What follows belongs to an exercise in optimizing a design on an open flow for small area, a short achievable clock period and few clock cycles per item; a production flow would make more cautious choices.
At most, simulation tests tie the RTL to the original design; equivalence was not proved.

==> 12-02: inputs <==
## chachaBlockCore
module chachaBlockCore #(
    parameter int DoubleRounds = chachaPkg::DefaultDoubleRounds,
    parameter int CountWidth   = chachaPkg::DefaultCountWidth,
    parameter int Stages       = 8
) (
    input  logic                  clk,
    input  logic                  rstN,
    input  logic                  start,
    input  logic [511:0]          stateIn,
    output logic                  busy,
    output logic                  blockReady,
    output logic [511:0]          blockOut,
    output logic [CountWidth-1:0] blockCount
);
==> module chachaBlockCore, before the edit <==
module chachaBlockCore #(
    parameter int DoubleRounds = chachaPkg::DefaultDoubleRounds,
    parameter int CountWidth   = chachaPkg::DefaultCountWidth,
    parameter int Stages       = 8
) (
    input  logic                  clk,
    input  logic                  rstN,
    input  logic                  start,
    input  logic [511:0]          stateIn,
    output logic                  busy,
    output logic                  blockReady,
    output logic [511:0]          blockOut,
    output logic [CountWidth-1:0] blockCount
);
    localparam int Passes = DoubleRounds * 8 / (2 * Stages);
    logic slotFree;
    logic exitNow;
    roundSequencer #(
        .Stages     (Stages),
        .Passes     (Passes),
        .CountWidth (CountWidth)
    ) roundSequencer_inst (
        .clk        (clk),
        .rstN       (rstN),
        .start      (start),
        .slotFree   (slotFree),
        .exitNow    (exitNow),
        .busy       (busy),
        .blockReady (blockReady),
        .blockCount (blockCount)
    );
    stateMatrix #(
        .Stages (Stages)
    ) stateMatrix_inst (
        .clk      (clk),
        .slotFree (slotFree),
        .exitNow  (exitNow),
        .stateIn  (stateIn),
        .blockOut (blockOut)
    );
endmodule
==> module roundSequencer, before the edit <==
module roundSequencer #(
    parameter int Stages     = 8,
    parameter int Passes     = 5,
    parameter int CountWidth = chachaPkg::DefaultCountWidth
) (
    input  logic                  clk,
    input  logic                  rstN,
    input  logic                  start,
    output logic                  slotFree,
    output logic                  exitNow,
    output logic                  busy,
    output logic                  blockReady,
    output logic [CountWidth-1:0] blockCount
);
    localparam int PassWidth = (Passes > 1) ? $clog2(Passes) : 1;
    logic                 valid [Stages];
    logic [PassWidth-1:0] pass  [Stages];
    always_ff @(posedge clk or negedge rstN) begin
        if (!rstN) begin
            for (int i = 0; i < Stages; i++) begin
                valid[i] <= 1'b0;
                pass[i]  <= '0;
            end
            slotFree   <= 1'b1;
            busy       <= 1'b0;
            exitNow    <= 1'b0;
            blockReady <= 1'b0;
            blockCount <= '0;
        end else begin
            for (int i = 0; i + 1 < Stages; i++) begin
                valid[i+1] <= valid[i];
                pass[i+1]  <= pass[i];
            end
            if (slotFree) begin
                valid[0] <= start;
                pass[0]  <= '0;
            end else begin
                valid[0] <= valid[Stages-1];
                pass[0]  <= pass[Stages-1] + 1'b1;
            end
            slotFree   <= !valid[Stages-2] || (pass[Stages-2] == PassWidth'(Passes - 1));
            busy       <= valid[Stages-2] && (pass[Stages-2] != PassWidth'(Passes - 1));
            exitNow    <= valid[Stages-2] && (pass[Stages-2] == PassWidth'(Passes - 1));
            blockReady <= exitNow;
            if (exitNow)
                blockCount <= blockCount + 1'b1;
        end
    end
endmodule
==> module stateMatrix, before the edit <==
module stateMatrix #(
    parameter int Stages = 8
) (
    input  logic         clk,
    input  logic         slotFree,
    input  logic         exitNow,
    input  logic [511:0] stateIn,
    output logic [511:0] blockOut
);
    localparam int Last = Stages - 1;
    logic [511:0] workState [Stages];
    logic [511:0] initState [Stages];
    logic [511:0] midState  [Stages];
    logic [511:0] endState  [Stages];
    logic [511:0] entry;
    for (genvar i = 0; i < Last; i++) begin : g_stage
        quarterRoundUnit #(.K((2 * i + 1) % 8)) u_step0 (.sIn(workState[i]), .sOut(midState[i]));
        quarterRoundUnit #(.K((2 * i + 2) % 8)) u_step1 (.sIn(midState[i]),  .sOut(endState[i]));
    end
    quarterRoundUnit #(.K(7)) u_wrap7 (.sIn(workState[Last]), .sOut(midState[Last]));
    assign entry = slotFree ? stateIn : midState[Last];
    quarterRoundUnit #(.K(0)) u_wrap0 (.sIn(entry), .sOut(endState[Last]));
    always_ff @(posedge clk) begin
        for (int i = 0; i < Last; i++) begin
            workState[i+1] <= endState[i];
            initState[i+1] <= initState[i];
        end
        workState[0] <= endState[Last];
        initState[0] <= slotFree ? stateIn : initState[Last];
    end
    always_ff @(posedge clk) begin
        if (exitNow)
            for (int i = 0; i < 16; i++)
                blockOut[32*i +: 32] <= midState[Last][32*i +: 32] + initState[Last][32*i +: 32];
    end
endmodule
export LEC_CHECK = 0
export CAP_MARGIN = 20
export CORE_MARGIN = 2
export CORE_UTILIZATION = 60
export PLACE_DENSITY = 0.7
export SLEW_MARGIN = 20
create_clock -name core_clock -period 10.0 [get_ports {clk}]
standard.sh (not shown) runs the stock make flow with config.mk's settings and CLKGATE_MAP_FILE= SYNTH_SCRIPT=/design/flow/synth_recipe.tcl, a recipe that flattens the netlist after the stock synthesis.
==> flow/flow/run.sh <==
#!/bin/bash
# Standard ORFS layout with two changes:
# - synthesis leaves adders to ABC (no full/half-adder cell extraction) and
#   ABC maps with the classic delay mapper and gate sizing
#   (flow/abc_speed.script) instead of ORFS's default script. Registers are
#   mapped before ABC exactly as in the standard synthesis, so their names and
#   cells do not change.
# - the timing repair steps aim for SETUP_SLACK_MARGIN below the clock period
#   (the constraints themselves are unchanged).
set -euo pipefail
here=$(pwd)
rm -rf "$here/scripts_mod"
cp -r "$FLOW_HOME/scripts" "$here/scripts_mod"
cp "$here/flow/abc_speed.script" "$here/scripts_mod/abc_speed.script"
bash standard.sh SCRIPTS_DIR="$here/scripts_mod" ADDER_MAP_FILE= synth > "$here/synth.log" 2>&1
bash standard.sh SETUP_SLACK_MARGIN=6 finish > "$here/layout.log" 2>&1
==> flow/flow/abc_speed.script <==
strash
dch
map -D 2500
buffer -c
upsize -D 2500
dnsize -D 2500
==> 08-08: changes against 12-02 <==
--- a/flow/design.v
+++ b/flow/design.v
@@ -138,3 +138,3 @@
     parameter int CountWidth   = chachaPkg::DefaultCountWidth,
-    parameter int Stages       = 8
+    parameter int Stages       = 4
 ) (
--- a/flow/config.mk
+++ b/flow/config.mk
@@ -9,4 +9,3 @@
 export CORE_MARGIN = 2
-export CORE_UTILIZATION = 60
-export PLACE_DENSITY = 0.7
+export CORE_UTILIZATION = 45
 export SLEW_MARGIN = 20
==> 06-26: changes against 12-02 <==
--- a/flow/design.v
+++ b/flow/design.v
@@ -49,5 +49,4 @@
 module roundSequencer #(
-    parameter int Stages     = 8,
-    parameter int Passes     = 5,
-    parameter int CountWidth = chachaPkg::DefaultCountWidth
+    parameter int DoubleRounds = chachaPkg::DefaultDoubleRounds,
+    parameter int CountWidth   = chachaPkg::DefaultCountWidth
 ) (
@@ -58,2 +57,3 @@
     output logic                  exitNow,
+    output logic                  outLoad,
     output logic                  busy,
@@ -62,8 +62,11 @@
 );
-    localparam int PassWidth = (Passes > 1) ? $clog2(Passes) : 1;
-    logic                 valid [Stages];
-    logic [PassWidth-1:0] pass  [Stages];
+    localparam int PassWidth = $clog2(DoubleRounds);
+    logic                 valid [8];
+    logic [PassWidth-1:0] pass  [8];
+    logic                 busyR;
+    assign busy     = busyR;
+    assign slotFree = ~busyR;
     always_ff @(posedge clk or negedge rstN) begin
         if (!rstN) begin
-            for (int i = 0; i < Stages; i++) begin
+            for (int i = 0; i < 8; i++) begin
                 valid[i] <= 1'b0;
@@ -71,5 +74,5 @@
             end
-            slotFree   <= 1'b1;
-            busy       <= 1'b0;
+            busyR      <= 1'b0;
             exitNow    <= 1'b0;
+            outLoad    <= 1'b0;
             blockReady <= 1'b0;
@@ -77,3 +80,3 @@
         end else begin
-            for (int i = 0; i + 1 < Stages; i++) begin
+            for (int i = 0; i < 7; i++) begin
                 valid[i+1] <= valid[i];
@@ -85,10 +88,10 @@
             end else begin
-                valid[0] <= valid[Stages-1];
-                pass[0]  <= pass[Stages-1] + 1'b1;
+                valid[0] <= valid[7];
+                pass[0]  <= pass[7] + 1'b1;
             end
-            slotFree   <= !valid[Stages-2] || (pass[Stages-2] == PassWidth'(Passes - 1));
-            busy       <= valid[Stages-2] && (pass[Stages-2] != PassWidth'(Passes - 1));
-            exitNow    <= valid[Stages-2] && (pass[Stages-2] == PassWidth'(Passes - 1));
-            blockReady <= exitNow;
-            if (exitNow)
+            busyR      <= valid[6] && (pass[6] != PassWidth'(DoubleRounds - 1));
+            exitNow    <= valid[6] && (pass[6] == PassWidth'(DoubleRounds - 1));
+            outLoad    <= exitNow;
+            blockReady <= outLoad;
+            if (outLoad)
                 blockCount <= blockCount + 1'b1;
@@ -98,8 +101,6 @@
 `timescale 1ns/1ps
-module stateMatrix #(
-    parameter int Stages = 8
-) (
+module stateMatrix (
     input  logic         clk,
     input  logic         slotFree,
-    input  logic         exitNow,
+    input  logic         outLoad,
     input  logic [511:0] stateIn,
@@ -107,27 +108,41 @@
 );
-    localparam int Last = Stages - 1;
-    logic [511:0] workState [Stages];
-    logic [511:0] initState [Stages];
-    logic [511:0] midState  [Stages];
-    logic [511:0] endState  [Stages];
-    logic [511:0] entry;
-    for (genvar i = 0; i < Last; i++) begin : g_stage
-        quarterRoundUnit #(.K((2 * i + 1) % 8)) u_step0 (.sIn(workState[i]), .sOut(midState[i]));
-        quarterRoundUnit #(.K((2 * i + 2) % 8)) u_step1 (.sIn(midState[i]),  .sOut(endState[i]));
-    end
-    quarterRoundUnit #(.K(7)) u_wrap7 (.sIn(workState[Last]), .sOut(midState[Last]));
-    assign entry = slotFree ? stateIn : midState[Last];
-    quarterRoundUnit #(.K(0)) u_wrap0 (.sIn(entry), .sOut(endState[Last]));
-    always_ff @(posedge clk) begin
-        for (int i = 0; i < Last; i++) begin
-            workState[i+1] <= endState[i];
-            initState[i+1] <= initState[i];
-        end
-        workState[0] <= endState[Last];
-        initState[0] <= slotFree ? stateIn : initState[Last];
+    logic [511:0] workState [8];
+    logic [511:0] initState [8];
+    logic [511:0] stepOut   [8];
+    for (genvar k = 0; k < 8; k++) begin : g_step
+        quarterRoundUnit #(.K(k)) u_step (.sIn(workState[k]), .sOut(stepOut[k]));
     end
     always_ff @(posedge clk) begin
-        if (exitNow)
-            for (int i = 0; i < 16; i++)
-                blockOut[32*i +: 32] <= midState[Last][32*i +: 32] + initState[Last][32*i +: 32];
+        for (int k = 0; k < 7; k++) begin
+            workState[k+1] <= stepOut[k];
+            initState[k+1] <= initState[k];
+        end
+        workState[0] <= slotFree ? stateIn : stepOut[7];
+        initState[0] <= slotFree ? stateIn : initState[7];
+    end
+    chachaPkg::chachaWord sumA  [4];
+    chachaPkg::chachaWord sumD  [4];
+    chachaPkg::chachaWord lastB [4];
+    chachaPkg::chachaWord initB [4];
+    chachaPkg::chachaWord lastC [4];
+    chachaPkg::chachaWord initC [4];
+    for (genvar j = 0; j < 4; j++) begin : g_ff
+        localparam int IA = j;
+        localparam int IB = 4  + (j + 1) % 4;
+        localparam int IC = 8  + (j + 2) % 4;
+        localparam int ID = 12 + (j + 3) % 4;
+        always_ff @(posedge clk) begin
+            sumA[j]  <= workState[7][32*IA +: 32] + initState[7][32*IA +: 32];
+            sumD[j]  <= workState[7][32*ID +: 32] + initState[7][32*ID +: 32];
+            lastB[j] <= stepOut[7][32*IB +: 32];
+            initB[j] <= initState[7][32*IB +: 32];
+            lastC[j] <= stepOut[7][32*IC +: 32];
+            initC[j] <= initState[7][32*IC +: 32];
+            if (outLoad) begin
+                blockOut[32*IA +: 32] <= sumA[j];
+                blockOut[32*ID +: 32] <= sumD[j];
+                blockOut[32*IB +: 32] <= lastB[j] + initB[j];
+                blockOut[32*IC +: 32] <= lastC[j] + initC[j];
+            end
+        end
     end
@@ -137,4 +152,3 @@
     parameter int DoubleRounds = chachaPkg::DefaultDoubleRounds,
-    parameter int CountWidth   = chachaPkg::DefaultCountWidth,
-    parameter int Stages       = 8
+    parameter int CountWidth   = chachaPkg::DefaultCountWidth
 ) (
@@ -149,9 +163,8 @@
 );
-    localparam int Passes = DoubleRounds * 8 / (2 * Stages);
     logic slotFree;
     logic exitNow;
+    logic outLoad;
     roundSequencer #(
-        .Stages     (Stages),
-        .Passes     (Passes),
-        .CountWidth (CountWidth)
+        .DoubleRounds (DoubleRounds),
+        .CountWidth   (CountWidth)
     ) roundSequencer_inst (
@@ -162,2 +175,3 @@
         .exitNow    (exitNow),
+        .outLoad    (outLoad),
         .busy       (busy),
@@ -166,8 +180,6 @@
     );
-    stateMatrix #(
-        .Stages (Stages)
-    ) stateMatrix_inst (
+    stateMatrix stateMatrix_inst (
         .clk      (clk),
         .slotFree (slotFree),
-        .exitNow  (exitNow),
+        .outLoad  (outLoad),
         .stateIn  (stateIn),
==> flow/run.sh (new file) <==
#!/bin/bash
# synth_recipe.tcl (not shown) runs the flow's synth.tcl, then flattens the netlist and writes it again
# the make line also repeats each setting of config.mk as NAME=value (left out here)
make -C /OpenROAD-flow-scripts/flow DESIGN_CONFIG=/design/flow/config.mk WORK_HOME=/design/flow/orfs CLKGATE_MAP_FILE= SYNTH_SCRIPT=/design/flow/synth_recipe.tcl finish
--- a/flow/config.mk
+++ b/flow/config.mk
@@ -9,4 +9,3 @@
 export CORE_MARGIN = 2
-export CORE_UTILIZATION = 60
-export PLACE_DENSITY = 0.7
+export CORE_UTILIZATION = 40
 export SLEW_MARGIN = 20
removed: flow/flow/run.sh
removed: flow/flow/abc_speed.script
removed: flow/standard.sh
==> qor summary <==
| metric | 08-08 | 06-26 | 12-02 |
|---|---|---|---|
| Outcome | finished with violations | no timing/DRC/antenna violations | did not finish |
| Last stage reached | - | - | global routing |
| Violated checks | capacitance limit, slew limit | - | - |
| Worst Hold Path EP | stateMatrix_inst.initState[1][201] | stateMatrix_inst.initState[4][213] | - |
| Worst Reg2Reg Path Length in Cells | 13 | 11 | - |
| Setup Skew | 111 ps | 102 ps | - |
| Clock latency at the later pin of the worst-skew pair | 1150 ps | 1220 ps | - |
| Placed cell count | 34091 | 33198 | 54783 |
| Number of synthesized register bits | 4640 | 9524 | 8748 |
| Number of nets with antenna violations after routing | 0 | 0 | - |
| Die boundary width | 689 microns | 855 microns | 792 microns |
| Worst-path clk slew | 70 ps | 60 ps | - |
| Worst slack, placed | 3890 ps | 5520 ps | 3690 ps |
| Worst setup path startpoint | roundSequencer_inst.slotFree | roundSequencer_inst.busyR | - |
| Portion of the post-synthesis area used by sequential elements | 0.466 | 0.677 | 0.484 |
| Share of cells above drive strength 1 | 0.354 | 0.0876 | - |
| XOR/XNOR share of the synthesized area | 0.117 | 0.0770 | 0.124 |
Testbench counts of 08-08, summed over its fixed seeds: cycles 1,312, items 128.
Testbench counts of 06-26, summed over its fixed seeds: cycles 1,352, items 128.
No functional check of the RTL was part of 12-02.

separate check: timing with driven ports:
In the flow no input, the clock included, has a driving cell. The finished layouts below were timed again as built, in two steps.
Step 1: set_driving_cell puts a clkbuf_16 on clk and a buf_2 on each other input, an assumption about the parent block.
Step 2, shift: input delay + t, output delay - t, t = (earliest + latest rising clock arrival at the registers) / 2. This alone moves slack from input paths to output paths.
Slacks: no drivers / after step 1 / after step 2; pairs: no drivers / after step 1.
run | t, ns | setup WS [ns] | clock arrival spread, ns | pins driven straight from the clock port
08-08 | 1.237 | 4.647 / 4.647 / 4.213 | 0.111 / 0.111 | 1
06-26 | 1.307 | 5.240 / 5.111 / 5.348 | 0.115 / 0.115 | 1
The setup slack of 08-08, which loses most, moves by 0.000 ns with the drivers and by -0.434 ns with both steps.
